What follows belongs to an exercise in optimizing a design on an open flow for small area, a short achievable clock period and few clock cycles per item; a production flow would make more cautious choices. The RTL was checked by simulation tests, not by an equivalence proof against the original design. Power is estimated from default activity; no workload was simulated.

**design/flow/design.v**
```verilog
package snn_pkg;
  localparam int WEIGHT_W = 8;
  localparam int ADDR_W   = 8;
  typedef logic [WEIGHT_W-1:0]        weight_t;
  typedef logic [ADDR_W-1:0]          addr_t;
  typedef logic signed [WEIGHT_W-1:0] delta_t;
  typedef enum logic [1:0] {
    ST_IDLE  = 2'd0,
    ST_READ  = 2'd1,
    ST_WRITE = 2'd2
  } upd_state_t;
  typedef struct packed {
    addr_t  addr;
    delta_t delta;
  } upd_req_t;
  localparam int REQ_W = ADDR_W + WEIGHT_W;   
  function automatic logic signed [WEIGHT_W+1:0] weight_sum(weight_t w, delta_t d);
    weight_sum = $signed({2'b00, w}) + $signed({{2{d[WEIGHT_W-1]}}, d});
  endfunction
endpackage
module stdp_update_fifo (
  input  logic       clk,
  input  logic       rst_n,
  input  logic       i_push,
  input  logic [7:0] i_addr,
  input  logic [7:0] i_delta,
  input  logic [7:0] i_hiA,      
  input  logic [7:0] i_loA,
  input  logic       i_appA,
  input  logic [5:0] i_addrB,    
  input  logic       i_appB,
  output logic       o_app,
  output logic       o_oor,
  output logic [7:0] o_hi,
  output logic [7:0] o_lo,
  output logic       o_hitA,
  output logic       o_hitB,
  output logic [7:0] o_delta
);
  always_ff @(posedge clk or negedge rst_n) begin
    if (!rst_n) begin
      o_app <= 1'b0;
      o_oor <= 1'b0;
    end else begin
      o_app <= i_push && (i_addr[7:6] == 2'b00);
      o_oor <= i_push && (i_addr[7:6] != 2'b00);
    end
  end
  always_ff @(posedge clk) begin
    for (int j = 0; j < 8; j++) begin
      o_hi[j] <= (i_addr[5:3] == 3'(j));
      o_lo[j] <= (i_addr[2:0] == 3'(j));
    end
    o_hitA  <= i_appA && i_hiA[i_addr[5:3]] && i_loA[i_addr[2:0]];
    o_hitB  <= i_appB && (i_addrB == i_addr[5:0]);
    o_delta <= i_delta;
  end
endmodule
module synapse_weight_updater #(
  parameter int      N_SYN       = 64,
  parameter int      FIFO_DEPTH  = 4,
  parameter logic [snn_pkg::WEIGHT_W-1:0] INIT_WEIGHT = 8'd128,
  parameter logic [snn_pkg::WEIGHT_W-1:0] W_MIN       = 8'd0,
  parameter logic [snn_pkg::WEIGHT_W-1:0] W_MAX       = 8'd255
) (
  input  logic                           clk,
  input  logic                           rst_n,
  input  logic                           upd_valid,
  output logic                           upd_ready,
  input  snn_pkg::addr_t                 upd_addr,
  input  snn_pkg::delta_t                upd_delta,
  input  snn_pkg::addr_t                 rd_addr,
  output snn_pkg::weight_t               rd_data,
  output logic                           busy,
  output logic [31:0]                    applied_count,
  output logic [31:0]                    sat_count,
  output logic [31:0]                    oor_count
);
  snn_pkg::weight_t r_mem [N_SYN];
  logic             r1_app;
  logic             r1_oor;
  logic [7:0]       r1_hi;
  logic [7:0]       r1_lo;
  logic             r1_hit2;    
  logic             r1_hit3;    
  logic [7:0]       r1_delta;
  logic             r2_app;
  logic             r2_oor;
  logic [5:0]       r2_addr;
  logic [7:0]       r2_delta;
  logic [7:0]       r2_old;
  logic             r3_app;
  logic             r3_oor;
  logic             r3_sat;
  logic [7:0]       r3_hi;      
  logic [7:0]       r3_lo;
  logic [7:0]       r3_new;
  logic             r_busy;
  logic [5:0]       w_addr1;
  logic [7:0]       w_old1;
  logic [8:0]       w_sum;
  logic [7:0]       w_newW;
  logic             w_satHi;
  stdp_update_fifo u_fifo (
    .clk     (clk),
    .rst_n   (rst_n),
    .i_push  (upd_valid),
    .i_addr  (upd_addr),
    .i_delta (upd_delta),
    .i_hiA   (r1_hi),
    .i_loA   (r1_lo),
    .i_appA  (r1_app),
    .i_addrB (r2_addr),
    .i_appB  (r2_app),
    .o_app   (r1_app),
    .o_oor   (r1_oor),
    .o_hi    (r1_hi),
    .o_lo    (r1_lo),
    .o_hitA  (r1_hit2),
    .o_hitB  (r1_hit3),
    .o_delta (r1_delta)
  );
  assign upd_ready = 1'b1;
  assign busy      = r_busy;
  always_comb begin
    w_old1 = '0;
    for (int j = 0; j < 8; j++) begin
      logic [7:0] row;
      row = '0;
      for (int k = 0; k < 8; k++) row |= {8{r1_lo[k]}} & r_mem[8*j+k];
      w_old1 |= {8{r1_hi[j]}} & row;
    end
    w_addr1 = '0;
    for (int j = 0; j < 8; j++) begin
      w_addr1[5:3] |= {3{r1_hi[j]}} & 3'(j);
      w_addr1[2:0] |= {3{r1_lo[j]}} & 3'(j);
    end
  end
  assign w_sum = {1'b0, r2_old} + {1'b0, r2_delta};
  always_comb begin
    w_newW  = w_sum[7:0];
    w_satHi = 1'b0;
    if (r2_delta[7]) begin
      if (!w_sum[8]) w_newW = W_MIN;
    end else if (w_sum[8]) begin
      w_newW  = W_MAX;
      w_satHi = 1'b1;
    end
  end
  always_ff @(posedge clk or negedge rst_n) begin
    if (!rst_n) begin
      r2_app <= 1'b0;
      r2_oor <= 1'b0;
      r3_app <= 1'b0;
      r3_oor <= 1'b0;
      r_busy <= 1'b0;
    end else begin
      r2_app <= r1_app;
      r2_oor <= r1_oor;
      r3_app <= r2_app;
      r3_oor <= r2_oor;
      r_busy <= upd_valid || r1_app || r1_oor || r2_app || r2_oor;
    end
  end
  always_ff @(posedge clk) begin
    r2_addr  <= w_addr1;
    r2_delta <= r1_delta;
    if (r1_hit2)      r2_old <= w_newW;
    else if (r1_hit3) r2_old <= r3_new;
    else              r2_old <= w_old1;
    for (int j = 0; j < 8; j++) begin
      r3_hi[j] <= r2_app && (r2_addr[5:3] == 3'(j));
      r3_lo[j] <= (r2_addr[2:0] == 3'(j));
    end
    r3_new   <= w_newW;
    r3_sat   <= w_satHi;
  end
  always_ff @(posedge clk or negedge rst_n) begin
    if (!rst_n) begin
      applied_count <= '0;
      sat_count     <= '0;
      oor_count     <= '0;
    end else begin
      if (r3_app) applied_count <= applied_count + 32'd1;
      if (r3_app && r3_sat) sat_count <= sat_count + 32'd1;
      if (r3_oor) oor_count <= oor_count + 32'd1;
    end
  end
  always_ff @(posedge clk or negedge rst_n) begin
    if (!rst_n) begin
      for (int i = 0; i < N_SYN; i++) r_mem[i] <= INIT_WEIGHT;
      rd_data <= '0;
    end else begin
      for (int i = 0; i < N_SYN; i++)
        if (r3_hi[i/8] && r3_lo[i%8]) r_mem[i] <= r3_new;
      rd_data <= (rd_addr[7:6] == 2'b00) ? r_mem[rd_addr[5:0]] : '0;
    end
  end
endmodule
```
**design/flow/constraint.sdc**
```tcl
create_clock -name core_clock -period 6.0 [get_ports {clk}]
set_input_delay 1.2000 -clock core_clock [delete_from_list [all_inputs] [get_ports {clk}]]
set_output_delay 1.2000 -clock core_clock [all_outputs]
set_load 0.01 [all_outputs]
```
**design/flow/run.sh**
```bash
#!/bin/bash
# synth_recipe.tcl (not shown) runs the flow's synth.tcl, then flattens the netlist and writes it again
# the make line also repeats each setting of config.mk as NAME=value (left out here)
make -C /OpenROAD-flow-scripts/flow DESIGN_CONFIG=/design/flow/config.mk WORK_HOME=/design/flow/orfs CLKGATE_MAP_FILE= SYNTH_SCRIPT=/design/flow/synth_recipe.tcl finish
```
**design/flow/config.mk**
```make
export PLATFORM = sky130hd
export DESIGN_NAME = synapse_weight_updater
export DESIGN_NICKNAME = synapse_weight_updater
export VERILOG_FILES = /design/flow/design.v
export SDC_FILE = /design/flow/constraint.sdc
export NUM_CORES = 4
export LEC_CHECK = 0
export CAP_MARGIN = 20
export CORE_MARGIN = 2
export CORE_UTILIZATION = 50
export SETUP_SLACK_MARGIN = 3.6
export SLEW_MARGIN = 20
```
==> results.toml, run 1 <==
[grt]
antenna_found_initial = 5
overflow = 0
grt_util_all_layers = 0.497
grt_pass1_wl_um = 233000
grt_pass1_vias = 30600
grt_max_degree = 128

[cts]
root_buffer = "clkbuf_16"
clock_tree.buffer_depth = 3
numCtsBuffers = 75
htreeDepth = 3
clock_latency_ns = 0.65
cts_tree = "done"
clkTransAtPathRegs_ns = 0.06
holdBufCountCts = 0
cts.sinks = 696

[sta]
final.period_utilization = 0.462
rsz0062_at_grt = "yes"
skew_ns = 0.0217
fin_crit_ns = 2.77
fmax_mhz = 360
setup_viol = 0
relSlewSlack = 0.173
drv_slew = 0
setup_tns_ns = 0
worstMarginPinSlew_ns = 1.23
hold_violations = 0

[die]
rows = 93
io_pins = 133
fp.coreArea_um2 = 64200
die_w_um = 259
die-area_um2 = 66900
die_y_um = 259
start_util = 0.505

[synthesis]
syn_nets = 3326
synth-main-ff-cell = "dfrtp_1"
ys_warn_count = 3
ys_seq_area_frac = 0.528
ys_types = 63
postSynthCellCount = 3287
synth_area_leader_cell = "dfrtp_1"
synth-edff-count = 0
avgSynthCellArea_um2 = 9.86
synthTopCellsByArea = "dfrtp_1, a22oi_1, o21ai_0"
synthesis.area_um2 = 32400
synth_top_area_frac = 0.431
synth-seq-cells = 696
async_flop_share = 0.895

[placement]
dp.cells = 4021
dp_hpwl_um = 112000
portBuffers = 131
finalWeightedCongestion = 1.10

[final_layout]
nNetsFinal = 3511
layout_commonest_cell = "dfrtp_1"
layout-drive-gt1-share = 0.256
final_cell_mix = "dfrtp_1, nand2_1, o21ai_0"
synthToLayoutAreaGrowth_pct = 22.9
layout.cells.non_filler = 4392

[critical_path]
cp-end-kind = "flop"
path_max_fanout = 18
path_common_cell = "nand4_1"
crit_chain = "buf_4 -> clkbuf_16 -> a22oi_1 -> nand4_1 -> a22oi_2 -> nand4_1 -> a22o_1"
path_buf_inv = 2
critPathKind = "reg -> reg"
r2r_slack_ns = 3.23
arrival_ns = 3.31
critPathSlowestCell = "nand4_1"
worstPathRequired_ns = 6.53
start_kind = "flop"
crit_family = "compound AO/OA/AOI/OAI gates"
cp_slowest_stage_delay_ns = 0.59

[run]
maxCapViolCount = 0

[power_and_ir_drop]
leakagePower_nw = 18.2
powerDensity_nw_per_um2 = 326
vdd_drop_max_v = 0.000344

[drt]
post_drt_via_cell_ratio = 7.33
route.vias.total = 32200
drtPass1Iterations = 13
drt_iter0_drc = 6415
ant_nets = 0
drc = 0
drt_wl_total_um = 172000
wl_per_cell_um = 39.2

[worst_hold_path]
min_path_type = "reg -> reg"

[status]
status = "timing/DRC/antenna clean"
report_power, final:
group / total (mW) / switching (mW) / internal, mW
Sequential: 6.09 / 0.851 / 5.24
Combinational: 1.99 / 1.34 / 0.656
Clock: 4.91 / 2.04 / 2.87
kinds of logic after synthesis:
kind of cell / after synthesis / share of synthesized area
adder cells (fa/ha/maj): 12 / 0.00486
AO/OA/AOI/OAI: 882 / 0.176
buffers and inverters: 333 / 0.0404
AND/OR/NAND/NOR: 1121 / 0.173
other: 1 / 0.000116
multiplexers: 137 / 0.0489
XOR/XNOR: 105 / 0.0284
flip-flops: 696 / 0.528
synth_stat cells, types with 6 or more instances:
cell type,number
ha_1,11
a222oi_1,8
nor4_1,20
dfstp_2,64
nand4_1,141
a31oi_1,21
a2111oi_0,10
o21ai_0,403
nor3_1,18
buf_2,34
a22oi_1,296
a22o_1,7
nor3b_1,12
and3_1,68
nand2_1,502
nand3_1,224
buf_1,25
clkbuf_1,251
or4_1,10
xnor2_1,72
xor2_1,33
nor2_1,37
and4_1,19
a32oi_1,100
and2_1,21
inv_1,18
a21oi_1,24
mux2_2,131
dfrtp_1,559
dfxtp_1,73
and3b_1,6
stage by stage:
step	total power, mW	hold slack [ns]	instance area, um^2	utilization	setup slack (ns)
floorplan	6.64	0.310	32700	-	3.29
global placement	7.68	0.311	34300	0.535	1.40
detailed placement	7.75	0.314	34300	0.535	1.35
CTS	12.7	0.331	38500	0.599	3.54
global route	13.3	0.333	39800	0.620	3.32
finish	13.0	0.330	39800	0.620	3.23
sequential cells by signal, summed over array words and instances, names as in the netlist, 32 cells and up:
name	flops
sat_count	32
r_mem	512
applied_count	32
oor_count	32
area by class of cell:
class / count / area, um^2
fillers: 5063 / 24400
flip-flops and latches: 696 / 17200
multi-input cells: 2263 / 14900
repair buffers: 418 / 3990
clock buffers: 106 / 2190
well taps: 855 / 1070
clock inverters: 32 / 403
inverters: 18 / 67.6
diodes: 4 / 10.0
worst register-to-register path, stage by stage, from the launching register on:
cell	delay (ns)
dfxtp_4	0.36
buf_4	0.17
clkbuf_16	0.23
a22oi_1	0.25
nand4_1	0.59
a22oi_2	0.54
nand4_1	0.26
a22o_1	0.25
per-layer routing:
layer,track usage,routed length (um),up-vias,share of wire
met5,0.0164,153,-,0.00089
met4,0.432,20200,6,0.12
met3,0.191,22700,1090,0.13
met2,0.726,71500,2892,0.42
met1,0.571,57800,15700,0.34
li1,-,-,12500,-
path summary, 6_finish.rpt:
check / startpoint / end / cells after the start
worst max register to register: u_fifo.o_lo[7]$_DFF_P_ / r2_old[0]$_DFF_P_ / 7
min in group asynchronous: rst_n / oor_count[23]$_DFFE_PN0P_ / 1
max in group asynchronous: rst_n / applied_count[0]$_DFFE_PN0P_ / 2
worst max-delay path: u_fifo.o_lo[7]$_DFF_P_ / r2_old[0]$_DFF_P_ / 7
worst min register to register: u_fifo.o_delta[6]$_DFF_P_ / r2_delta[6]$_DFF_P_ / 0
worst min-delay path: u_fifo.o_delta[6]$_DFF_P_ / r2_delta[6]$_DFF_P_ / 0
what timing repair did:
action / in CTS / in global routing
endpoints found under the setup margin: 135 / 48
setup buffers: 145 / 61
pin swaps: 27 / 55
resized for setup: 632 / 124
gates cloned: 12 / 10
Testbench counts, summed over its fixed seeds: cycles 4,824, items 4,800.
==> run 2: changes to the inputs <==
--- a/design/flow/config.mk
+++ b/design/flow/config.mk
@@ -8,5 +8,7 @@
 export CAP_MARGIN = 20
 export CORE_MARGIN = 2
 export CORE_UTILIZATION = 50
+export CTS_CLUSTER_DIAMETER = 100
+export CTS_CLUSTER_SIZE = 25
 export SETUP_SLACK_MARGIN = 3.6
 export SLEW_MARGIN = 20
==> run 2 against run 1 <==
Design area down 2.6%; setup slack improved by 0.034 ns; utilization shrank 1.6 points; hold slack better by 0.0088 ns; via count is 0.43% higher; maximum frequency grew 1.2%; critical path depth up 1; synthesized area unchanged; largest power group unchanged; synthesized cell count is the same; die area is the same.
==> results.toml, run 2 <==
[status]
status = "timing/DRC/antenna clean"

[sta]
setup_ws_ns = 3.26
fin_crit_ns = 2.74
worstMarginPinSlew_ns = 1.01
relSlewSlack = 0.325
final.period_utilization = 0.457
drv_slew = 0
fmax_mhz = 365
hold_violations = 0
skew_ns = 0.0298
setup_viol = 0
setup_tns_ns = 0
rsz0062_at_grt = "yes"

[critical_path]
worstPathRequired_ns = 6.51
critPathSlowestCell = "a22oi_1"
crit_chain = "buf_6 -> buf_16 -> buf_4 -> a22oi_1 -> nand4_1 -> a22oi_1 -> nand4_1 -> a22o_1"
path_buf_inv = 3
arrival_ns = 3.25
crit_family = "compound AO/OA/AOI/OAI gates"
critPathKind = "reg -> reg"
start_kind = "flop"
cp_slowest_stage_delay_ns = 0.59
cp-end-kind = "flop"
path_max_fanout = 9

[synthesis]
synth_area_leader_cell = "dfrtp_1"
async_flop_share = 0.895
avgSynthCellArea_um2 = 9.86
synth-main-ff-cell = "dfrtp_1"
synthTopCellsByArea = "dfrtp_1, a22oi_1, o21ai_0"
synthesis.area_um2 = 32400
postSynthCellCount = 3287
synth-edff-count = 0
ys_seq_area_frac = 0.528
syn_nets = 3326
synthTopCellsByCount = "dfrtp_1, nand2_1, o21ai_0"
synth_top_area_frac = 0.431
synth-seq-cells = 696
ys_warn_count = 3
synthMostInstantiatedCell = "dfrtp_1"
ys_types = 63

[worst_hold_path]
min_path_type = "reg -> reg"

[run]
maxCapViolCount = 0

[cts]
holdBufCountCts = 0
htreeDepth = 2
clock_latency_ns = 0.62
clock_tree.buffer_depth = 3
root_buffer = "clkbuf_16"
cts.sinks = 696
numCtsBuffers = 36
clkTransAtPathRegs_ns = 0.10
cts_tree = "done"

[final_layout]
largest-register = "r_mem"
layout-drive-gt1-share = 0.246
fillers = 5228
synthToLayoutAreaGrowth_pct = 19.7
nNetsFinal = 3502
final_cell_mix = "dfrtp_1, nand2_1, o21ai_0"
largest_register_ffs = 512
layout_commonest_cell = "dfrtp_1"

[grt]
overflow = 0
grt_pass1_wl_um = 230000
grt_max_degree = 128
grt_pass1_vias = 30000
grt_util_all_layers = 0.490
antenna_found_initial = 11

[power_and_ir_drop]
vdd_drop_max_v = 0.000300
powerDensity_nw_per_um2 = 284
leakagePower_nw = 17.7

[drt]
drc = 0
wl_per_cell_um = 40.0
post_drt_via_cell_ratio = 7.42
route.vias.total = 32300
drt_wl_total_um = 174000
ant_nets = 0
drtPass1Iterations = 12
drt_iter0_drc = 6188

[placement]
dp_slack_ns = 1.35
finalWeightedCongestion = 1.10
portBuffers = 131
dp_hpwl_um = 112000

[die]
die_y_um = 259
start_util = 0.505
die_w_um = 259
die-area_um2 = 66900
rows = 93
io_pins = 133
fp.coreArea_um2 = 64200
[run 2: power breakdown]
| part | leakage, nW | total (mW) | switching [mW] | internal, mW |
|---|---|---|---|---|
| clock | 0.530 | 2.90 | 1.69 | 1.21 |
| combinational | 9.65 | 2.02 | 1.35 | 0.677 |
| sequential | 7.53 | 6.09 | 0.860 | 5.23 |
| total | 17.7 | 11.0 | 3.90 | 7.11 |
[run 2: layout make-up]
type	instances	area [um^2]	area share
Sequential cell	696	17200	0.442
Clock inverter	9	113	0.00290
Tap cell	855	1070	0.0276
Inverter	18	67.6	0.00174
Timing Repair Buffer	447	4390	0.113
Antenna cell	9	22.5	0.000580
Multi-Input combinational cell	2264	15000	0.386
Clock buffer	57	1000	0.0258
[run 2: worst paths after layout]
check | slack (ns) | from | cells past startpoint | to
min in group asynchronous | 0.70 | rst_n | 1 | oor_count[22]$_DFFE_PN0P_
setup / recovery | 3.26 | u_fifo.o_lo[1]$_DFF_P_ | 8 | r2_old[0]$_DFF_P_
hold reg to reg | 0.34 | u_fifo.o_delta[1]$_DFF_P_ | 0 | r2_delta[1]$_DFF_P_
setup reg to reg | 3.26 | u_fifo.o_lo[1]$_DFF_P_ | 8 | r2_old[0]$_DFF_P_
hold / removal | 0.34 | u_fifo.o_delta[1]$_DFF_P_ | 0 | r2_delta[1]$_DFF_P_
max in group asynchronous | 3.90 | rst_n | 2 | r3_oor$_DFF_PN0_
[run 2: cell families after synthesis]
logic type,after synthesis,synth area share
AOI/OAI and AO/OA,882,0.176
other,1,0.000116
buffers and inverters,333,0.0404
xor gates and xnor gates,105,0.0284
muxes,137,0.0489
adders and majority gates,12,0.00486
and+or+nand+nor,1121,0.173
DFF,696,0.528
[run 2: layer usage]
metal | up-vias | wire length, um | global-route usage
li1 | 12400 | - | -
met1 | 15900 | 58600 | 0.572
met2 | 2896 | 72200 | 0.725
met3 | 1136 | 23300 | 0.178
met4 | 12 | 20000 | 0.399
met5 | - | 268 | 0.0128
[run 2: per-stage QoR]
stage	std cells	total power, mW	cell area (um^2)	hold WS, ns	utilization
2_1_floorplan	3287	6.64	32700	0.310	-
3_3_place_gp	4021	7.68	34300	0.311	0.535
3_5_place_dp	4021	7.75	34300	0.314	0.535
4_1_cts	4250	10.7	37200	0.341	0.579
5_1_grt	4347	11.2	38800	0.345	0.604
6_report	4355	11.0	38800	0.339	0.604
[run 2: what timing repair did]
action                     CTS  global route
gates resized for setup    654           111
setup endpoints to repair  135            49
cloned                      13            19
pin swaps                   41            63
buffers inserted           150            76
==> run 3: changes to the inputs <==
--- a/design/flow/design.v
+++ b/design/flow/design.v
@@ -88,13 +88,17 @@
   logic             r2_oor;
   logic [5:0]       r2_addr;
   logic [7:0]       r2_delta;
-  logic [7:0]       r2_old;
+  logic [7:0]       r2_raw;     
+  logic             r2_hit3;    
+  logic             r2_hit4;    
   logic             r3_app;
   logic             r3_oor;
   logic             r3_sat;
   logic [7:0]       r3_hi;      
   logic [7:0]       r3_lo;
   logic [7:0]       r3_new;
+  logic [7:0]       r4_new;     
+  logic [7:0]       w_old2;
   logic             r_busy;
   logic [5:0]       w_addr1;
   logic [7:0]       w_old1;
@@ -136,7 +140,8 @@
       w_addr1[2:0] |= {3{r1_lo[j]}} & 3'(j);
     end
   end
-  assign w_sum = {1'b0, r2_old} + {1'b0, r2_delta};
+  assign w_old2 = r2_hit3 ? r3_new : (r2_hit4 ? r4_new : r2_raw);
+  assign w_sum  = {1'b0, w_old2} + {1'b0, r2_delta};
   always_comb begin
     w_newW  = w_sum[7:0];
     w_satHi = 1'b0;
@@ -165,15 +170,16 @@
   always_ff @(posedge clk) begin
     r2_addr  <= w_addr1;
     r2_delta <= r1_delta;
-    if (r1_hit2)      r2_old <= w_newW;
-    else if (r1_hit3) r2_old <= r3_new;
-    else              r2_old <= w_old1;
+    r2_raw   <= w_old1;
+    r2_hit3  <= r1_hit2;
+    r2_hit4  <= r1_hit3;
     for (int j = 0; j < 8; j++) begin
       r3_hi[j] <= r2_app && (r2_addr[5:3] == 3'(j));
       r3_lo[j] <= (r2_addr[2:0] == 3'(j));
     end
     r3_new   <= w_newW;
     r3_sat   <= w_satHi;
+    r4_new   <= r3_new;
   end
   always_ff @(posedge clk or negedge rst_n) begin
     if (!rst_n) begin
==> run 3 against run 2 <==
Register-to-register slack improved by 0.14 ns; synthesized area grew 0.64%; sequential cell count rose by 10; still clean on timing, DRC and antenna; critical endpoint is now rd_data[5]$_DFF_PN0_; critical path depth did not move; maximum frequency is 3.3% higher; sequential power fell by about 10%; clock power increased by 5%; via count shrank 6.3%; clock skew increased by 0.0066 ns; largest cell class unchanged; highest routed layer unchanged; sequential share of layout area is 0.64 points lower; final cell count shrank 10%; clock-buffer cell count is 4 higher.
==> results.toml, run 3 <==
[drt]
route.vias.total = 30300
post_drt_via_cell_ratio = 7.75
wl_per_cell_um = 48.4
drtPass1Iterations = 7
drc = 0
drt_wl_total_um = 189000
ant_nets = 0
drt_iter0_drc = 5164

[synthesis]
synth-seq-cells = 706
synthMostInstantiatedCell = "dfrtp_1"
postSynthCellCount = 2686
ys_seq_area_frac = 0.531
synthTopCellsByCount = "dfrtp_1, mux2_2, a22oi_1"
synth_area_leader_cell = "dfrtp_1"
synth_top_area_frac = 0.429
ys_types = 66
syn_nets = 2725
synthesis.area_um2 = 32600
avgSynthCellArea_um2 = 12.1
synth-edff-count = 0
async_flop_share = 0.882
synth-main-ff-cell = "dfrtp_1"
synthTopCellsByArea = "dfrtp_1, mux2_2, a22oi_1"
ys_warn_count = 3

[grt]
grt_util_all_layers = 0.548
grt_pass1_vias = 28400
grt_max_degree = 146
overflow = 0
antenna_found_initial = 29
grt_pass1_wl_um = 248000

[cts]
numCtsBuffers = 38
cts_tree = "done"
clkTransAtPathRegs_ns = 0.10
clock_tree.buffer_depth = 3
root_buffer = "clkbuf_16"
cts.sinks = 706
htreeDepth = 2
holdBufCountCts = 0
clock_latency_ns = 0.62

[power_and_ir_drop]
power.total_mw = 9.66
vdd_drop_max_v = 0.000244
powerDensity_nw_per_um2 = 242
leakagePower_nw = 18.0

[critical_path]
arrival_ns = 3.12
cp_slowest_stage_delay_ns = 0.53
r2r_slack_ns = 3.40
reg2reg_from = "u_fifo.o_lo[7]$_DFF_P_"
worstPathRequired_ns = 6.47
critPathKind = "in -> reg"
start_kind = "input port"
critPathSlowestCell = "a22oi_2"
reg2regPathDepth = 5
path_max_fanout = 12
cp-end-kind = "flop"
r2r-end = "r2_raw[0]$_DFF_P_"
path_buf_inv = 2
crit_chain = "buf_16 -> or4b_4 -> nor2_4 -> buf_4 -> a22oi_2 -> nand4_1 -> nor4_2 -> a31oi_1"
crit_family = "simple AND/OR/NAND/NOR gates"

[sta]
relSlewSlack = 0.226
fmax_mhz = 377
final.period_utilization = 0.442
rsz0062_at_grt = "yes"
setup_tns_ns = 0
worstMarginPinSlew_ns = 1.16
hold_violations = 0
fin_crit_ns = 2.65
setup_viol = 0
drv_slew = 0
skew_ns = 0.0364

[die]
die_y_um = 259
start_util = 0.506
die_w_um = 259
fp.coreArea_um2 = 64500
die-area_um2 = 67300
io_pins = 133
rows = 93

[final_layout]
largest_register_ffs = 512
final_cell_mix = "dfrtp_1, mux2_2, a22oi_1"
largest-register = "r_mem"
synthToLayoutAreaGrowth_pct = 22.2
layout_commonest_cell = "dfrtp_1"
layout-drive-gt1-share = 0.433
nNetsFinal = 3035

[worst_hold_path]
min_from = "u_fifo.o_delta[6]$_DFF_P_"
min_to = "r2_delta[6]$_DFF_P_"
min_path_type = "reg -> reg"
whs_path_depth = 0

[placement]
dp_hpwl_um = 134000
portBuffers = 131
finalWeightedCongestion = 1.13

[status]
status = "timing/DRC/antenna clean"

[run]
maxCapViolCount = 0
-- run 3: cell types whose count changed after synthesis, moves of 25 or more --
cell,previous run,this run
clkbuf_1,251,136
nand2_1,502,141
and3_1,68,37
a32oi_1,100,24
nand3_1,224,35
nor2_1,37,84
a22oi_1,296,464
o21ai_0,403,21
buf_2,34,9
mux2_2,131,515
-- run 3: how the worst max path moves through the flow --
stage,cells past startpoint,start,endpoint
floorplan,8,rd_addr[3],rd_data[1]$_DFF_PN0_
global placement,6,rd_addr[4],rd_data[1]$_DFF_PN0_
detailed placement,8,rd_addr[4],rd_data[3]$_DFF_PN0_
CTS,9,rd_addr[4],rd_data[0]$_DFF_PN0_
global route,10,r2_hit4$_DFF_P_,r3_new[0]$_DFF_P_
finish,8,rd_addr[2],rd_data[5]$_DFF_PN0_
-- run 3: cell families after synthesis --
group                    synth area share
AO/OA/AOI/OAI                       0.133
flip-flops                          0.531
other                            0.000115
multiplexers                        0.184
adder cells (fa/ha/maj)           0.00483
AND/OR/NAND/NOR                    0.0953
buffers and inverters              0.0236
XOR/XNOR                           0.0282
-- run 3: report_power, final --
part	total [mW]	internal, mW	switching, mW	leakage, nW
clock	3.05	1.30	1.75	0.590
sequential	5.46	4.99	0.477	9.08
combinational	1.15	0.436	0.712	8.35
-- run 3: per-layer routing --
layer	global-route usage	share of wire	wire (um)
met1	0.662	0.34	65300
met5	0.00997	0.00094	177
met3	0.251	0.15	28300
met4	0.412	0.10	19900
met2	0.761	0.40	75700
-- run 3: timing repair --
item                                    in CTS  in global routing
pin swaps                                   73                 58
endpoints found under the setup margin     134                 60
gates resized for setup                    677                111
setup buffers                              201                 34
cloned                                      10                  4
-- run 3: cell type report --
type | count | area, um^2
Tap cell | 855 | 1070
Timing Repair Buffer | 445 | 4170
Fill cell | 4663 | 24600
Sequential cell | 706 | 17400
Clock buffer | 61 | 1070
Clock inverter | 9 | 178
Multi-Input combinational cell | 1792 | 15900
Antenna cell | 27 | 67.6
Inverter | 13 | 48.8
-- run 3: worst reg2reg max path, delay by kind of cell, from the launching register on --
kind | cells | cell delay [ns]
AOI/OAI and AO/OA | 2 | 0.81
and+or+nand+nor | 2 | 0.82
buffers and inverters | 1 | 0.28
DFF | 1 | 0.47
-- run 3: metrics by stage --
| stage | hold WS, ns | std cells | util | instance area [um^2] | setup WS (ns) |
|---|---|---|---|---|---|
| 2_1_floorplan | 0.310 | 2686 | - | 32900 | 3.38 |
| 3_3_place_gp | 0.312 | 3561 | 0.544 | 35100 | 1.11 |
| 3_5_place_dp | 0.314 | 3562 | 0.545 | 35100 | 1.20 |
| 4_1_cts | 0.319 | 3843 | 0.604 | 38900 | 3.53 |
| 5_1_grt | 0.327 | 3889 | 0.618 | 39800 | 3.36 |
| 6_report | 0.323 | 3908 | 0.619 | 39900 | 3.35 |
Testbench counts of run 3, summed over its fixed seeds: cycles 4,824, items 4,800.
==> run 4: changes to the inputs <==
--- a/design/flow/config.mk
+++ b/design/flow/config.mk
@@ -7,8 +7,8 @@
 export LEC_CHECK = 0
 export CAP_MARGIN = 20
 export CORE_MARGIN = 2
-export CORE_UTILIZATION = 50
+export CORE_UTILIZATION = 40
 export CTS_CLUSTER_DIAMETER = 100
 export CTS_CLUSTER_SIZE = 25
-export SETUP_SLACK_MARGIN = 3.6
+export SETUP_SLACK_MARGIN = 3.7
 export SLEW_MARGIN = 20
==> run 4 against run 3 <==
Final cell count up 5.1%; first-iteration DRC count fell by 14%; sequential power grew 1%; design area is 1.1% higher; synthesized area unchanged; maximum frequency shrank 5.0%; die area rose by 25%; sequential share of layout area fell by 0.42 points; clock power barely moved; critical path type unchanged; clock skew decreased by 0.0030 ns; global-route usage fell by 9.5 points; synthesized cell count unchanged.
==> results.toml, run 4 <==
[power_and_ir_drop]
clock_power_share = 0.317
pwr-share-comb = 0.113
p_sw_mw = 2.94
netSwitchingFraction = 0.304
vdd_drop_max_v = 0.000200
p_seq_frac = 0.570
powerDensity_nw_per_um2 = 240
p_int_mw = 6.74
leakagePower_nw = 18.1

[synthesis]
synth-edff-count = 0
synthTopCellsByCount = "dfrtp_1, mux2_2, a22oi_1"
synth_area_leader_cell = "dfrtp_1"
ys_types = 66
postSynthCellCount = 2686
synthMostInstantiatedCell = "dfrtp_1"
synth-seq-cells = 706
synthTopCellsByArea = "dfrtp_1, mux2_2, a22oi_1"
synth_top_area_frac = 0.429
syn_nets = 2725
ys_warn_count = 3
async_flop_share = 0.882
synth-main-ff-cell = "dfrtp_1"
avgSynthCellArea_um2 = 12.1
synthesis.area_um2 = 32600
ys_seq_area_frac = 0.531

[sta]
relSlewSlack = 0.239
skew_ns = 0.0334
setup_tns_ns = 0
hold_violations = 0
fmax_mhz = 358
final.period_utilization = 0.465
worstMarginPinSlew_ns = 1.14
drv_slew = 0
rsz0062_at_grt = "yes"
fin_crit_ns = 2.79
setup_viol = 0

[cts]
clkTransAtPathRegs_ns = 0.10
clock_tree.buffer_depth = 3
numCtsBuffers = 37
holdBufCountCts = 0
htreeDepth = 2
root_buffer = "clkbuf_16"
clock_latency_ns = 0.63
cts_tree = "done"
cts.sinks = 706

[final_layout]
layout-drive-gt1-share = 0.430
layout_commonest_cell = "dfrtp_1"
final_cell_mix = "dfrtp_1, mux2_2, a22oi_1"
largest-register = "r_mem"
largest_register_ffs = 512
fillers = 7160
nNetsFinal = 3051
synthToLayoutAreaGrowth_pct = 23.5
final_area_um2 = 40300

[die]
die-area_um2 = 83900
start_util = 0.404
rows = 104
die_w_um = 290
die_y_um = 290
fp.coreArea_um2 = 80700
io_pins = 133

[drt]
drt_iter0_drc = 4433
drc = 0
drtPass1Iterations = 7
wl_per_cell_um = 47.5
route.vias.total = 29200
ant_nets = 0
post_drt_via_cell_ratio = 7.10
drt_wl_total_um = 195000

[critical_path]
reg2reg_from = "u_fifo.o_lo[6]$_DFF_P_"
reg2regPathDepth = 5
arrival_ns = 3.35
r2r-end = "r2_raw[4]$_DFF_P_"
startpoint = "rd_addr[1]"
cp-end-kind = "flop"
r2r_slack_ns = 3.35
worstPathRequired_ns = 6.56
path_max_fanout = 6
start_kind = "input port"
critPathKind = "in -> reg"
crit_end = "rd_data[0]$_DFF_PN0_"

[placement]
dp_hpwl_um = 137000
finalWeightedCongestion = 1.08
portBuffers = 131
placed_area_um2 = 35500

[grt]
antenna_found_initial = 28
grt_pass1_vias = 27300
grt_pass1_wl_um = 252000
overflow = 0
grt_util_all_layers = 0.453
grt_max_degree = 153

[run]
maxCapViolCount = 0

[status]
status = "timing/DRC/antenna clean"

[worst_hold_path]
min_path_type = "reg -> reg"
run 4: cell counts after synthesis:
Identical to the previous run, type by type.
run 4: worst max-delay path: stages:
cell and delay [ns]:
buf_12 0.12, buf_16 0.13, or4b_4 0.61, nor2_4 0.30, a22o_1 0.24, a221oi_2 0.07, and4_4 0.23, a31oi_4 0.29
buf_6 0.15
run 4: power groups by stage:
stage          Clock (mW)  Combinational [mW]  Sequential [mW]
2_1_floorplan           0               0.478             5.23
3_3_place_gp            0               0.734             5.63
3_5_place_dp            0               0.749             5.63
4_1_cts              3.10               0.996             5.47
5_1_grt              3.27                1.14             5.50
6_report             3.08                1.09             5.52
run 4: worst min-delay path by stage:
stage	start	to	slack, ns	depth (start not counted)
2_1_floorplan	u_fifo.o_delta[0]$_DFF_P_	r2_delta[0]$_DFF_P_	0.31	0
3_3_place_gp	u_fifo.o_delta[3]$_DFF_P_	r2_delta[3]$_DFF_P_	0.31	0
3_5_place_dp	u_fifo.o_delta[7]$_DFF_P_	r2_delta[7]$_DFF_P_	0.31	0
4_1_cts	u_fifo.o_hitB$_DFF_P_	r2_hit4$_DFF_P_	0.33	0
5_1_grt	u_fifo.o_hitB$_DFF_P_	r2_hit4$_DFF_P_	0.33	0
6_report	u_fifo.o_hitB$_DFF_P_	r2_hit4$_DFF_P_	0.33	0
run 4: cell type report:
class | instances | area (um^2) | area share
multi-input cells | 1791 | 15800 | 0.392
clock buffers | 58 | 1000 | 0.0249
inverters | 13 | 51.3 | 0.00127
clock inverters | 10 | 194 | 0.00481
repair buffers | 463 | 4520 | 0.112
well taps | 1060 | 1330 | 0.0329
diodes | 7 | 17.5 | 0.000435
flip-flops and latches | 706 | 17400 | 0.432
run 4: stage by stage:
stage	hold WS (ns)	cells	worst slack [ns]	utilization	power, mW
final	0.330	4108	3.21	0.500	9.69
after detailed placement	0.312	3769	1.03	0.439	6.38
after global routing	0.335	4101	3.28	0.499	9.91
after CTS	0.327	4012	3.28	0.482	9.57
after global placement	0.310	3767	0.633	0.439	6.36
after floorplan	0.310	2686	3.38	-	5.71
run 4: kinds of logic (layout without fill, tap and decap cells):
family | after synthesis | after routing | share of synthesized area
AOI/OAI and AO/OA | 581 | 581 | 0.133
other | 1 | 8 | 0.000115
and+or+nand+nor | 562 | 563 | 0.0953
buffers and inverters | 190 | 544 | 0.0236
xor gates and xnor gates | 105 | 105 | 0.0282
DFF | 706 | 706 | 0.531
muxes | 529 | 529 | 0.184
adders and majority gates | 12 | 12 | 0.00483
run 4: layer usage:
| metal | global-route usage | up-vias | share of wire |
|---|---|---|---|
| li1 | - | 10900 | - |
| met1 | 0.555 | 15200 | 0.36 |
| met2 | 0.656 | 2323 | 0.41 |
| met3 | 0.169 | 734 | 0.12 |
| met4 | 0.321 | 26 | 0.097 |
| met5 | 0.00625 | - | 0.0014 |
run 4: repair_timing:
action | CTS | global route
cloned | 9 | 4
resized for setup | 686 | 132
setup buffers | 166 | 85
pin swaps | 70 | 75
setup endpoints to repair | 148 | 179
==> run 5: changes to the inputs <==
--- a/design/flow/design.v
+++ b/design/flow/design.v
@@ -93,7 +93,7 @@
   logic             r2_hit4;    
   logic             r3_app;
   logic             r3_oor;
-  logic             r3_sat;
+  logic             r3_sat;     
   logic [7:0]       r3_hi;      
   logic [7:0]       r3_lo;
   logic [7:0]       r3_new;
@@ -134,6 +134,7 @@
       for (int k = 0; k < 8; k++) row |= {8{r1_lo[k]}} & r_mem[8*j+k];
       w_old1 |= {8{r1_hi[j]}} & row;
     end
+    w_old1 ^= INIT_WEIGHT;
     w_addr1 = '0;
     for (int j = 0; j < 8; j++) begin
       w_addr1[5:3] |= {3{r1_hi[j]}} & 3'(j);
@@ -158,12 +159,14 @@
       r2_oor <= 1'b0;
       r3_app <= 1'b0;
       r3_oor <= 1'b0;
+      r3_sat <= 1'b0;
       r_busy <= 1'b0;
     end else begin
       r2_app <= r1_app;
       r2_oor <= r1_oor;
       r3_app <= r2_app;
       r3_oor <= r2_oor;
+      r3_sat <= r2_app && w_satHi;
       r_busy <= upd_valid || r1_app || r1_oor || r2_app || r2_oor;
     end
   end
@@ -178,7 +181,6 @@
       r3_lo[j] <= (r2_addr[2:0] == 3'(j));
     end
     r3_new   <= w_newW;
-    r3_sat   <= w_satHi;
     r4_new   <= r3_new;
   end
   always_ff @(posedge clk or negedge rst_n) begin
@@ -187,19 +189,19 @@
       sat_count     <= '0;
       oor_count     <= '0;
     end else begin
-      if (r3_app) applied_count <= applied_count + 32'd1;
-      if (r3_app && r3_sat) sat_count <= sat_count + 32'd1;
-      if (r3_oor) oor_count <= oor_count + 32'd1;
-    end
-  end
-  always_ff @(posedge clk or negedge rst_n) begin
-    if (!rst_n) begin
-      for (int i = 0; i < N_SYN; i++) r_mem[i] <= INIT_WEIGHT;
+      applied_count <= applied_count + 32'(r3_app);
+      sat_count     <= sat_count + 32'(r3_sat);
+      oor_count     <= oor_count + 32'(r3_oor);
+    end
+  end
+  always_ff @(posedge clk or negedge rst_n) begin
+    if (!rst_n) begin
+      for (int i = 0; i < N_SYN; i++) r_mem[i] <= '0;
       rd_data <= '0;
     end else begin
       for (int i = 0; i < N_SYN; i++)
-        if (r3_hi[i/8] && r3_lo[i%8]) r_mem[i] <= r3_new;
-      rd_data <= (rd_addr[7:6] == 2'b00) ? r_mem[rd_addr[5:0]] : '0;
+        if (r3_hi[i/8] && r3_lo[i%8]) r_mem[i] <= r3_new ^ INIT_WEIGHT;
+      rd_data <= (rd_addr[7:6] == 2'b00) ? (r_mem[rd_addr[5:0]] ^ INIT_WEIGHT) : '0;
     end
   end
 endmodule
--- a/design/flow/config.mk
+++ b/design/flow/config.mk
@@ -7,8 +7,8 @@
 export LEC_CHECK = 0
 export CAP_MARGIN = 20
 export CORE_MARGIN = 2
-export CORE_UTILIZATION = 40
+export CORE_UTILIZATION = 50
 export CTS_CLUSTER_DIAMETER = 100
 export CTS_CLUSTER_SIZE = 25
-export SETUP_SLACK_MARGIN = 3.7
+export SETUP_SLACK_MARGIN = 3.6
 export SLEW_MARGIN = 20
==> run 5 against run 4 <==
Sequential cell count stayed put; critical path depth is 1 lower; combinational power is 21% higher; largest power group unchanged; global-route usage is 2.4 points higher; wire length is 16% lower; setup slack better by 0.19 ns.
==> results.toml, run 5 <==
[grt]
grt_util_all_layers = 0.476
grt_max_degree = 116
grt_pass1_wl_um = 223000
grt_pass1_vias = 28000
overflow = 0
antenna_found_initial = 6

[critical_path]
reg2regPathDepth = 11
startpoint = "rd_addr[5]"
worst-path-stages = 8
cp_slowest_stage_delay_ns = 0.53
critPathSlowestCell = "or4b_4"
crit_end = "rd_data[4]$_DFF_PN0_"
worstPathRequired_ns = 6.51
cp-end-kind = "flop"
arrival_ns = 3.11
path_buf_inv = 2
crit_chain = "buf_8 -> nor2_4 -> buf_4 -> and2_4 -> a31oi_4 -> nand4_1 -> or4b_4 -> o221a_1"
reg2reg_from = "r2_hit4$_DFF_P_"
critPathKind = "in -> reg"
start_kind = "input port"
r2r_slack_ns = 3.45
path_max_fanout = 12
crit_family = "simple AND/OR/NAND/NOR gates"
r2r-end = "r3_new[7]$_DFF_P_"

[power_and_ir_drop]
powerDensity_nw_per_um2 = 259
netSwitchingFraction = 0.308
p_seq_frac = 0.566
p_sw_mw = 3.06
p_int_mw = 6.87
pwr-share-comb = 0.133
clock_power_share = 0.301
power.total_mw = 9.93
leakagePower_nw = 17.8
vdd_drop_max_v = 0.000221

[synthesis]
synth-seq-cells = 706
syn_nets = 2897
postSynthCellCount = 2855
ys_warn_count = 3
synthTopCellsByCount = "dfrtp_1, mux2_2, a22oi_1"
ys_types = 59
synthMostInstantiatedCell = "dfrtp_1"
synth-main-ff-cell = "dfrtp_1"
ys_seq_area_frac = 0.526
synthTopCellsByArea = "dfrtp_1, mux2_2, a22oi_1"
avgSynthCellArea_um2 = 11.5
synth_area_leader_cell = "dfrtp_1"
synth-edff-count = 0
async_flop_share = 0.884
synthesis.area_um2 = 32800
synth_top_area_frac = 0.476

[sta]
rsz0062_at_grt = "yes"
worstMarginPinSlew_ns = 1.44
setup_viol = 0
fmax_mhz = 384
hold_violations = 0
whs_ns = 0.331
skew_ns = 0.0374
relSlewSlack = 0.0395
drv_slew = 0
setup_tns_ns = 0
final.period_utilization = 0.434
fin_crit_ns = 2.60

[final_layout]
layout-drive-gt1-share = 0.341
final_cell_mix = "dfrtp_1, mux2_2, a22oi_1"
final_util = 0.593
synthToLayoutAreaGrowth_pct = 17.0
largest_register_ffs = 512
largest-register = "r_mem"
nNetsFinal = 3070
final_area_um2 = 38400
layout_commonest_cell = "dfrtp_1"

[drt]
ant_nets = 0
route.vias.total = 29300
wl_per_cell_um = 41.7
drt_wl_total_um = 163000
drt_iter0_drc = 4977
post_drt_via_cell_ratio = 7.49
drtPass1Iterations = 7
drc = 0

[die]
io_pins = 133
die_w_um = 260
start_util = 0.507
die_y_um = 260
die-area_um2 = 67600
fp.coreArea_um2 = 64700
rows = 93

[placement]
finalWeightedCongestion = 1.10
portBuffers = 131
dp_hpwl_um = 111000
placed_area_um2 = 35000

[status]
status = "timing/DRC/antenna clean"

[cts]
clock_latency_ns = 0.64
numCtsBuffers = 37
clock_tree.buffer_depth = 3
htreeDepth = 2
root_buffer = "clkbuf_16"
cts.sinks = 706
clkTransAtPathRegs_ns = 0.10
cts_tree = "done"

[run]
maxCapViolCount = 0

[worst_hold_path]
min_path_type = "reg -> reg"
[run 5: cell types whose count changed after synthesis, moves of 14 or more]
cell      previous run  this run
a22oi_1            464       355
nand3_1             35       136
a32oi_1             24        95
dfrtp_1            559       624
mux2_2             515       450
o21ai_0             21        86
dfstp_2             64         0
clkbuf_1           136       197
nand2_1            141       196
nor2_1              84        44
and2_1               7        34
a31oi_1              7        21
[run 5: how the worst min path moves through the flow]
stage                              start             endpoint  depth (start not counted)
6_report           u_fifo.o_hitB$_DFF_P_      r2_hit4$_DFF_P_                          0
5_1_grt            u_fifo.o_hitB$_DFF_P_      r2_hit4$_DFF_P_                          0
4_1_cts        u_fifo.o_delta[2]$_DFF_P_  r2_delta[2]$_DFF_P_                          0
3_5_place_dp   u_fifo.o_delta[6]$_DFF_P_  r2_delta[6]$_DFF_P_                          0
3_3_place_gp   u_fifo.o_delta[0]$_DFF_P_  r2_delta[0]$_DFF_P_                          0
2_1_floorplan  u_fifo.o_delta[0]$_DFF_P_  r2_delta[0]$_DFF_P_                          0
[run 5: stage by stage]
step	std cells	setup slack, ns
final	3911	3.40
after global routing	3910	3.35
after CTS	3859	3.44
after floorplan	2855	3.07
after detailed placement	3655	1.19
after global placement	3655	1.33
[run 5: logic make-up (layout without fill, tap and decap cells)]
group / Yosys count / count (layout) / synth area share
adders and majority gates: 23 / 23 / 0.00839
muxes: 465 / 465 / 0.161
other: 1 / 2 / 0.000114
xor gates and xnor gates: 101 / 101 / 0.0270
and+or+nand+nor: 709 / 713 / 0.115
AOI/OAI and AO/OA: 593 / 593 / 0.132
DFF: 706 / 706 / 0.526
buffers and inverters: 257 / 453 / 0.0301
[run 5: repair_timing]
action                     CTS  global route
pin swaps                   30            41
buffers inserted           131            45
gates resized for setup    655            92
gates cloned                 7             5
setup endpoints to repair  130            59
hold buffers                 0             0
[run 5: final cells by class]
class | count | area (um^2)
fill | 5225 | 26300
sequential | 706 | 17300
multi-input combinational | 1896 | 15500
timing repair buffer | 372 | 3300
tap | 855 | 1070
clock buffer | 56 | 1040
clock inverter | 10 | 135
inverter | 15 | 56.3
antenna | 1 | 2.50
[run 5: per-layer routing]
metal / vias up / part of all wire / GRT usage / wire length (um)
met5: - / 0.00070 / 0.00855 / 115
met4: 8 / 0.12 / 0.390 / 19100
met3: 860 / 0.11 / 0.125 / 17500
met2: 2527 / 0.42 / 0.711 / 69100
met1: 14800 / 0.35 / 0.581 / 57500
li1: 11100 / - / - / -
[run 5: power by group through the flow]
| stage | clock, mW | combinational [mW] | sequential, mW |
|---|---|---|---|
| 2_1_floorplan | 0 | 0.631 | 5.39 |
| 3_3_place_gp | 0 | 1.04 | 5.66 |
| 3_5_place_dp | 0 | 1.08 | 5.67 |
| 4_1_cts | 2.99 | 1.24 | 5.56 |
| 5_1_grt | 3.14 | 1.39 | 5.59 |
| 6_report | 2.99 | 1.32 | 5.62 |
Testbench counts of run 5, summed over its fixed seeds: cycles 4,824, items 4,800.
==> run 6: changes to the inputs <==
--- a/design/flow/config.mk
+++ b/design/flow/config.mk
@@ -7,7 +7,7 @@
 export LEC_CHECK = 0
 export CAP_MARGIN = 20
 export CORE_MARGIN = 2
-export CORE_UTILIZATION = 50
+export CORE_UTILIZATION = 45
 export CTS_CLUSTER_DIAMETER = 100
 export CTS_CLUSTER_SIZE = 25
 export SETUP_SLACK_MARGIN = 3.6
==> run 6 against run 5 <==
Sequential power about the same; wire length about the same; combinational power about the same; clock-buffer cell count decreased by 5; register-to-register slack improved by 0.05 ns; largest cell class unchanged.
==> results.toml, run 6 <==
[placement]
portBuffers = 131
dp_slack_ns = 1.18
placed_area_um2 = 35200
finalWeightedCongestion = 1.05
dp_hpwl_um = 114000

[critical_path]
cp_slowest_stage_delay_ns = 0.53
path_buf_inv = 1
cp-end-kind = "flop"
start_kind = "input port"
critPathSlowestCell = "or4_1"
worstPathRequired_ns = 6.49
reg2reg_from = "u_fifo.o_lo[6]$_DFF_P_"
crit_family = "simple AND/OR/NAND/NOR gates"
arrival_ns = 3.19
critPathKind = "in -> reg"
crit_chain = "buf_6 -> and2_4 -> and2_1 -> a22oi_1 -> nand4b_1 -> or4_1 -> o221a_1"
startpoint = "rd_addr[5]"
path_max_fanout = 24

[grt]
overflow = 0
grt_pass1_wl_um = 221000
grt_pass1_vias = 27300
antenna_found_initial = 10
grt_max_degree = 135
grt_util_all_layers = 0.424

[drt]
wl_per_cell_um = 40.6
drc = 0
drt_wl_total_um = 163000
drtPass1Iterations = 9
drt_iter0_drc = 4974
route.vias.total = 28900
ant_nets = 0
post_drt_via_cell_ratio = 7.20

[synthesis]
postSynthCellCount = 2855
yosys.area_share.adder = 0.00839
synthTopCellsByArea = "dfrtp_1, mux2_2, a22oi_1"
synthMostInstantiatedCell = "dfrtp_1"
synthMuxAreaShare = 0.161
syn_nets = 2897
synth_top_area_frac = 0.476
synth-main-ff-cell = "dfrtp_1"
ys_seq_area_frac = 0.526
synth-edff-count = 0
yosys.area_share.xor_xnor = 0.0270
synth_compound_area_frac = 0.132
async_flop_share = 0.884
synthTopCellsByCount = "dfrtp_1, mux2_2, a22oi_1"
avgSynthCellArea_um2 = 11.5
synthesis.area_um2 = 32800
synth_top_family_by_area = "multiplexers"
synth-seq-cells = 706
ys_warn_count = 3
synth-simple-area-share = 0.115
synth_area_leader_cell = "dfrtp_1"
ys_types = 59

[die]
fp.coreArea_um2 = 71900
io_pins = 133
die_y_um = 274
start_util = 0.456
die_w_um = 274
die-area_um2 = 75000
rows = 98

[final_layout]
final_cell_mix = "dfrtp_1, mux2_2, a22oi_1"
nNetsFinal = 3078
largest_register_ffs = 512
synthToLayoutAreaGrowth_pct = 17.8
layout-drive-gt1-share = 0.342
largest-register = "r_mem"
fillers = 6259
final_area_um2 = 38600
layout_commonest_cell = "dfrtp_1"

[cts]
cts.sinks = 706
clock_tree.buffer_depth = 3
clkTransAtPathRegs_ns = 0.09
htreeDepth = 2
root_buffer = "clkbuf_16"
cts_tree = "done"
numCtsBuffers = 36
clock_latency_ns = 0.63

[sta]
setup_ws_ns = 3.29
fmax_mhz = 369
whs_ns = 0.337
skew_ns = 0.0366
relSlewSlack = 0.171
hold_violations = 0
final.period_utilization = 0.451
worstMarginPinSlew_ns = 1.24
setup_tns_ns = 0
fin_crit_ns = 2.71
rsz0062_at_grt = "yes"
setup_viol = 0
drv_slew = 0

[status]
status = "timing/DRC/antenna clean"

[power_and_ir_drop]
power.total_mw = 9.85
leakagePower_nw = 17.9
vdd_drop_max_v = 0.000339
powerDensity_nw_per_um2 = 255

[run]
maxCapViolCount = 0

[worst_hold_path]
min_path_type = "reg -> reg"
min_from = "u_fifo.o_hitB$_DFF_P_"
run 6: cell counts after synthesis:
No cell type changed its count.
run 6: layout make-up:
cell class | count | area [um^2] | share of cell area
Multi-Input combinational cell | 1895 | 15400 | 0.399
Clock inverter | 8 | 100 | 0.00259
Inverter | 15 | 56.3 | 0.00146
Sequential cell | 706 | 17300 | 0.448
Antenna cell | 6 | 15.0 | 0.000389
Tap cell | 950 | 1190 | 0.0308
Clock buffer | 51 | 988 | 0.0256
Timing Repair Buffer | 382 | 3570 | 0.0924
run 6: worst paths after layout:
kind	cells after the start	to	slack, ns
setup / recovery	7	rd_data[4]$_DFF_PN0_	3.29
hold / removal	0	r2_hit4$_DFF_P_	0.34
setup reg to reg	5	r2_raw[4]$_DFF_P_	3.50
hold reg to reg	0	r2_hit4$_DFF_P_	0.34
max in group asynchronous	2	r_mem[4][5]$_DFFE_PN0P_	3.99
min in group asynchronous	1	sat_count[18]$_DFF_PN0_	0.60
run 6: cells by family after synthesis:
logic type / count (synthesis)
xor+xnor: 101
flops: 706
buf+inv: 257
simple gates: 709
mux: 465
other cells: 1
compound gates: 593
fa+ha+maj: 23
run 6: layer usage:
metal  global-route usage  up-vias  part of all wire
met5               0.0128        -            0.0010
met3                0.188      545              0.15
li1                     -    11100                 -
met2                0.591     2400              0.40
met1                0.578    14800              0.39
met4                0.155        8             0.052
run 6: repair_timing:
item / CTS / global route
pin swaps: 52 / 44
buffers inserted: 160 / 14
gates resized for setup: 695 / 61
gates cloned: 12 / 5
endpoints found under the setup margin: 131 / 51
hold buffers: 0 / 0
run 6: power breakdown:
part           internal [mW]  switching (mW)  total, mW
sequential              5.08           0.556       5.64
clock                   1.20            1.68       2.87
combinational          0.536           0.808       1.34
total                   6.81            3.04       9.85
run 6: worst reg2reg max path, delay by kind of cell (launching register included):
kind | cells | cell delay [ns]
AO/OA/AOI/OAI | 2 | 0.74
buffers and inverters | 1 | 0.32
flip-flops | 1 | 0.46
AND/OR/NAND/NOR | 2 | 0.76
run 6: stage by stage:
stage                     utilization  std cells
final                           0.538       4013
after global routing            0.537       4007
after CTS                       0.530       3988
after detailed placement        0.489       3757
after global placement          0.489       3757
after floorplan                     -       2855
==> run 7: changes to the inputs <==
--- a/design/flow/config.mk
+++ b/design/flow/config.mk
@@ -7,7 +7,7 @@
 export LEC_CHECK = 0
 export CAP_MARGIN = 20
 export CORE_MARGIN = 2
-export CORE_UTILIZATION = 45
+export CORE_UTILIZATION = 55
 export CTS_CLUSTER_DIAMETER = 100
 export CTS_CLUSTER_SIZE = 25
 export SETUP_SLACK_MARGIN = 3.6
==> run 7 against run 6 <==
Still clean on timing, DRC and antenna; synthesized cell count did not move; power rose by 1.5%; maximum frequency fell by 2.3%; global-route usage rose by 13 points; combinational power rose by 9%; setup slack got worse by 0.064 ns; sequential cell count did not move; sequential power fell by 0.7%; hold slack got worse by 0.00089 ns; wire length rose by 6.1%; clock skew rose by 0.0099 ns; final cell count fell by 3.5%.
==> results.toml, run 7 <==
[grt]
overflow = 0
antenna_found_initial = 13
grt_max_degree = 148
grt_pass1_wl_um = 233000
grt_pass1_vias = 29400
grt_util_all_layers = 0.552

[die]
die_y_um = 248
start_util = 0.556
die_w_um = 248
die-area_um2 = 61600
rows = 89
io_pins = 133
fp.coreArea_um2 = 59000

[drt]
drt_iter0_drc = 5517
post_drt_via_cell_ratio = 7.97
wl_per_cell_um = 44.6
drc = 0
route.vias.total = 30900
drtPass1Iterations = 9
drt_wl_total_um = 173000
ant_nets = 0

[synthesis]
avgSynthCellArea_um2 = 11.5
ys_types = 59
ys_warn_count = 3
async_flop_share = 0.884
postSynthCellCount = 2855
synthTopCellsByArea = "dfrtp_1, mux2_2, a22oi_1"
synthMostInstantiatedCell = "dfrtp_1"
synthTopCellsByCount = "dfrtp_1, mux2_2, a22oi_1"
synthesis.area_um2 = 32800
synth-edff-count = 0
synth-main-ff-cell = "dfrtp_1"
synth_top_area_frac = 0.476
synth-seq-cells = 706
synth_area_leader_cell = "dfrtp_1"
ys_seq_area_frac = 0.526
syn_nets = 2897

[final_layout]
layout_commonest_cell = "dfrtp_1"
largest_register_ffs = 512
final_area_um2 = 38900
final_cell_mix = "dfrtp_1, mux2_2, a22oi_1"
largest-register = "r_mem"
layout.cells.non_filler = 3874
layout-drive-gt1-share = 0.356
fillers = 4299
nNetsFinal = 3111
synthToLayoutAreaGrowth_pct = 18.5

[critical_path]
reg2regPathDepth = 11
cp_slowest_stage_delay_ns = 0.70
arrival_ns = 3.27
cp-end-kind = "flop"
r2r_slack_ns = 3.42
path_buf_inv = 3
worstPathRequired_ns = 6.50
start_kind = "input port"
r2r-end = "r3_new[7]$_DFF_P_"
path_max_fanout = 15
crit_chain = "clkbuf_16 -> nor2_4 -> buf_6 -> and2_4 -> buf_4 -> a21oi_1 -> nand4_1 -> nor2_1 -> a31oi_1"
crit_family = "compound AO/OA/AOI/OAI gates"
critPathSlowestCell = "a21oi_1"
critPathKind = "in -> reg"
reg2reg_from = "r2_hit4$_DFF_P_"

[sta]
worstMarginPinSlew_ns = 1.27
hold_violations = 0
setup_viol = 0
fmax_mhz = 361
drv_slew = 0
skew_ns = 0.0465
setup_ws_ns = 3.23
fin_crit_ns = 2.77
relSlewSlack = 0.149
rsz0062_at_grt = "yes"
final.period_utilization = 0.462
setup_tns_ns = 0

[placement]
dp_hpwl_um = 112000
placed_area_um2 = 34900
dp.cells = 3584
dp_slack_ns = 1.24
finalWeightedCongestion = 1.09
portBuffers = 131

[cts]
numCtsBuffers = 37
clock_latency_ns = 0.63
holdBufCountCts = 0
clock_tree.buffer_depth = 3
htreeDepth = 2
root_buffer = "clkbuf_16"
cts.sinks = 706
clkTransAtPathRegs_ns = 0.11
cts_tree = "done"

[worst_hold_path]
min_path_type = "reg -> reg"
min_to = "r2_delta[1]$_DFF_P_"
min_from = "u_fifo.o_delta[1]$_DFF_P_"
whs_path_depth = 0

[power_and_ir_drop]
vdd_drop_max_v = 0.000385
leakagePower_nw = 18.1
powerDensity_nw_per_um2 = 257

[status]
status = "timing/DRC/antenna clean"

[run]
maxCapViolCount = 0
run 7: cell counts after synthesis:
Identical to the previous run, type by type.
run 7: cell type report:
cell class | count | area (um^2) | share of cell area
flip-flops and latches | 706 | 17300 | 0.445
multi-input cells | 1896 | 15600 | 0.401
repair buffers | 413 | 3760 | 0.0968
clock buffers | 52 | 1020 | 0.0264
well taps | 773 | 967 | 0.0249
clock inverters | 7 | 124 | 0.00319
inverters | 15 | 56.3 | 0.00145
diodes | 12 | 30.0 | 0.000773
run 7: worst max path at each step:
stage / startpoint / slack (ns) / cells after the start / endpoint
final: rd_addr[4] / 3.23 / 9 / rd_data[1]$_DFF_PN0_
after global routing: sat_count[13]$_DFF_PN0_ / 3.29 / 7 / sat_count[31]$_DFF_PN0_
after CTS: rd_addr[4] / 3.44 / 9 / rd_data[1]$_DFF_PN0_
after detailed placement: rd_addr[2] / 1.24 / 8 / rd_data[1]$_DFF_PN0_
after global placement: rd_addr[0] / 1.29 / 9 / rd_data[0]$_DFF_PN0_
after floorplan: rd_addr[0] / 3.07 / 8 / rd_data[4]$_DFF_PN0_
run 7: stage by stage:
| stage | total power, mW | utilization | hold slack (ns) |
|---|---|---|---|
| after floorplan | 6.02 | - | 0.310 |
| after global placement | 6.71 | 0.592 | 0.315 |
| after detailed placement | 6.76 | 0.592 | 0.313 |
| after CTS | 9.75 | 0.643 | 0.335 |
| after global routing | 10.2 | 0.658 | 0.344 |
| final | 10.0 | 0.658 | 0.337 |
run 7: timing repair:
item                                   4_1_cts  5_1_grt
setup buffers                              168       36
pin swaps                                   49       58
endpoints found under the hold margin        0        0
cloned                                      13        2
setup endpoints to repair                  128       51
resized for setup                          706      110
run 7: power by group:
group	internal, mW	total [mW]	switching, mW
clock network	1.25	2.95	1.70
logic	0.553	1.46	0.902
registers	5.08	5.60	0.517
total	6.88	10.0	3.12
run 7: logic make-up (layout without fill, tap and decap cells):
group	Yosys count	count (layout)	synth area share
and+or+nand+nor	709	713	0.115
buffers and inverters	257	487	0.0301
AOI/OAI and AO/OA	593	593	0.132
adders and majority gates	23	23	0.00839
muxes	465	465	0.161
other	1	13	0.000114
xor gates and xnor gates	101	101	0.0270
DFF	706	706	0.526
run 7: per-layer routing:
layer | GRT usage | vias up | wire [um]
met5 | 0.0143 | - | 161
met1 | 0.619 | 15300 | 56200
met3 | 0.254 | 1173 | 24500
li1 | - | 11200 | -
met2 | 0.796 | 3198 | 71100
met4 | 0.470 | 6 | 21000
run 7: worst reg2reg max path, delay by kind of cell (launching register included):
| kind | cells | cell delay (ns) |
|---|---|---|
| compound gates | 6 | 0.94 |
| flops | 1 | 0.43 |
| fa+ha+maj | 1 | 0.43 |
| buf+inv | 2 | 0.24 |
| simple gates | 1 | 0.22 |
| mux | 1 | 0.21 |
==> run 8: changes to the inputs <==
--- a/design/flow/config.mk
+++ b/design/flow/config.mk
@@ -7,8 +7,8 @@
 export LEC_CHECK = 0
 export CAP_MARGIN = 20
 export CORE_MARGIN = 2
-export CORE_UTILIZATION = 55
+export CORE_UTILIZATION = 50
 export CTS_CLUSTER_DIAMETER = 100
 export CTS_CLUSTER_SIZE = 25
-export SETUP_SLACK_MARGIN = 3.6
+export SETUP_SLACK_MARGIN = 3.8
 export SLEW_MARGIN = 20
==> run 8 against run 7 <==
Critical endpoint unchanged; highest routed layer unchanged; sequential power barely moved; critical path depth fell by 1; wire length fell by 3.2%; global-route usage fell by 7.3 points; first-iteration DRC count fell by 2.2%; still clean on timing, DRC and antenna.
==> results.toml, run 8 <==
[critical_path]
critPathKind = "in -> reg"
path_common_cell = "buf_12"
reg2reg_from = "r2_hit4$_DFF_P_"
start_kind = "input port"
cp_slowest_stage_delay_ns = 0.52
cp-end-kind = "flop"
crit_chain = "buf_12 -> buf_12 -> nor2b_4 -> bufbuf_16 -> a32oi_1 -> nand4_1 -> nor4_2 -> a31oi_1"
critPathSlowestCell = "a32oi_1"
reg2regPathDepth = 11
r2r_slack_ns = 3.40
worstPathRequired_ns = 6.47
r2r-end = "r3_new[4]$_DFF_P_"
path_max_fanout = 13
arrival_ns = 3.25
path_buf_inv = 3
crit_family = "simple AND/OR/NAND/NOR gates"

[grt]
grt_util_all_layers = 0.480
grtUsageMet3 = 0.245
grt_max_degree = 133
met2_usage = 0.657
grt_pass1_wl_um = 227000
grt_pass1_vias = 28300
overflow = 0
antenna_found_initial = 10
grt.busiest_layer = "met2"
gr-usage-met1 = 0.623

[placement]
dp.cells = 3662
placed_area_um2 = 35000
finalWeightedCongestion = 1.08
dp_hpwl_um = 113000
portBuffers = 131

[synthesis]
ys_seq_area_frac = 0.526
synth-edff-count = 0
synth_area_leader_cell = "dfrtp_1"
synthTopCellsByCount = "dfrtp_1, mux2_2, a22oi_1"
async_flop_share = 0.884
postSynthCellCount = 2855
synth_top_family_by_area = "multiplexers"
yosys.area_share.adder = 0.00839
yosys.area_share.xor_xnor = 0.0270
synthMuxAreaShare = 0.161
synthMostInstantiatedCell = "dfrtp_1"
syn_nets = 2897
synth-seq-cells = 706
synth_top_area_frac = 0.476
synth_compound_area_frac = 0.132
synth-simple-area-share = 0.115
avgSynthCellArea_um2 = 11.5
synth-main-ff-cell = "dfrtp_1"
synthesis.area_um2 = 32800
synthTopCellsByArea = "dfrtp_1, mux2_2, a22oi_1"
ys_warn_count = 3
ys_types = 59

[final_layout]
largest-register = "r_mem"
nNetsFinal = 3126
final_cell_mix = "dfrtp_1, mux2_2, a22oi_1"
regArea_um2 = 17300
largest_register_ffs = 512
final_util = 0.608
multi_input_area_um2 = 15800
final_area_um2 = 39300
layout_commonest_cell = "dfrtp_1"
layout-drive-gt1-share = 0.361
layout.cells.non_filler = 3967
synthToLayoutAreaGrowth_pct = 19.9
fillers = 5012

[cts]
cts_tree = "done"
cts.sinks = 706
root_buffer = "clkbuf_16"
htreeDepth = 2
clock_latency_ns = 0.62
clock_tree.buffer_depth = 3
numCtsBuffers = 36
clkTransAtPathRegs_ns = 0.10
holdBufCountCts = 0

[power_and_ir_drop]
vdd_drop_max_v = 0.000282
p_sw_mw = 3.09
powerDensity_nw_per_um2 = 254
netSwitchingFraction = 0.310
pwr-share-comb = 0.148
p_seq_frac = 0.564
clock_power_share = 0.288
p_int_mw = 6.89
leakagePower_nw = 18.3

[sta]
hold_violations = 0
worstMarginPinSlew_ns = 1.24
skew_ns = 0.0419
rsz0062_at_grt = "yes"
fmax_mhz = 360
drv_slew = 0
fin_crit_ns = 2.78
setup_tns_ns = 0
setup_viol = 0
relSlewSlack = 0.172
final.period_utilization = 0.463

[worst_hold_path]
min_path_type = "reg -> reg"
min_from = "u_fifo.o_hitB$_DFF_P_"
whs_path_depth = 0
min_to = "r2_hit4$_DFF_P_"

[status]
status = "timing/DRC/antenna clean"

[die]
start_util = 0.507
rows = 93
die-area_um2 = 67600
die_y_um = 260
fp.coreArea_um2 = 64700
die_w_um = 260
io_pins = 133

[drt]
wl_per_cell_um = 42.2
drc = 0
route.vias.total = 29800
drt_wl_total_um = 167000
drtPass1Iterations = 10
post_drt_via_cell_ratio = 7.51
ant_nets = 0
drt_iter0_drc = 5397

[run]
maxCapViolCount = 0
[run 8: routing by layer]
metal,vias to the layer above,part of all wire
li1,11300,-
met1,15100,0.37
met2,2678,0.40
met3,707,0.16
met4,10,0.066
met5,-,0.00039
[run 8: per-stage QoR]
stage                     hold WS (ns)  setup WS, ns  power (mW)
after floorplan                  0.310          3.07        6.03
after detailed placement         0.313          1.28        6.75
after global routing             0.335          3.31        10.2
final                            0.324          3.22        9.98
after CTS                        0.326          3.36        9.73
after global placement           0.311          1.33        6.71
[run 8: worst max path at each step]
stage                                 to  cells past startpoint        from
floorplan           rd_data[4]$_DFF_PN0_                      8  rd_addr[0]
global placement    rd_data[4]$_DFF_PN0_                      7  rd_addr[3]
detailed placement  rd_data[4]$_DFF_PN0_                      7  rd_addr[2]
CTS                 rd_data[4]$_DFF_PN0_                      9  rd_addr[5]
global route        rd_data[4]$_DFF_PN0_                      9  rd_addr[5]
finish              rd_data[1]$_DFF_PN0_                      8  rd_addr[5]
[run 8: power by group through the flow]
| stage | Clock [mW] | Sequential [mW] | Combinational, mW |
|---|---|---|---|
| 2_1_floorplan | 0 | 5.39 | 0.638 |
| 6_report | 2.88 | 5.62 | 1.48 |
| 3_5_place_dp | 0 | 5.65 | 1.10 |
| 3_3_place_gp | 0 | 5.64 | 1.07 |
| 5_1_grt | 3.05 | 5.60 | 1.54 |
| 4_1_cts | 2.87 | 5.54 | 1.32 |
[run 8: worst register-to-register path, stage by stage (launching register included)]
cell     delay, ns
dfxtp_4       0.39
buf_12        0.11
mux2i_1       0.20
o21ai_1       0.11
ha_2          0.23
fa_2          0.38
a21oi_4       0.20
o21ai_4       0.10
a21oi_4       0.18
o21ai_4       0.14
buf_6         0.16
maj3_2        0.29
[run 8: kinds of logic (layout without fill, tap and decap cells)]
group / after synthesis / after routing
and+or+nand+nor: 709 / 717
buffers and inverters: 257 / 498
muxes: 465 / 465
AOI/OAI and AO/OA: 593 / 593
xor gates and xnor gates: 101 / 101
other: 1 / 9
adders and majority gates: 23 / 23
DFF: 706 / 706
[run 8: timing repair]
| item | CTS | global route |
|---|---|---|
| gates cloned | 20 | 4 |
| buffers inserted | 160 | 55 |
| pin swaps | 57 | 57 |
| setup endpoints to repair | 143 | 150 |
| resized for setup | 744 | 100 |
[run 8: layout make-up]
class / instances / area share
flip-flops and latches: 706 / 0.440
multi-input cells: 1900 / 0.401
repair buffers: 425 / 0.103
well taps: 855 / 0.0272
clock buffers: 51 / 0.0243
clock inverters: 7 / 0.00324
inverters: 15 / 0.00143
diodes: 8 / 0.000509

Check on run 8: ideal ports give 3.222 ns setup slack; a clkbuf_16 on the clock port and buf_2 on the inputs give 3.222 ns; moving port delays by the midpoint clock arrival (0.664 ns) as well gives 2.558 ns.
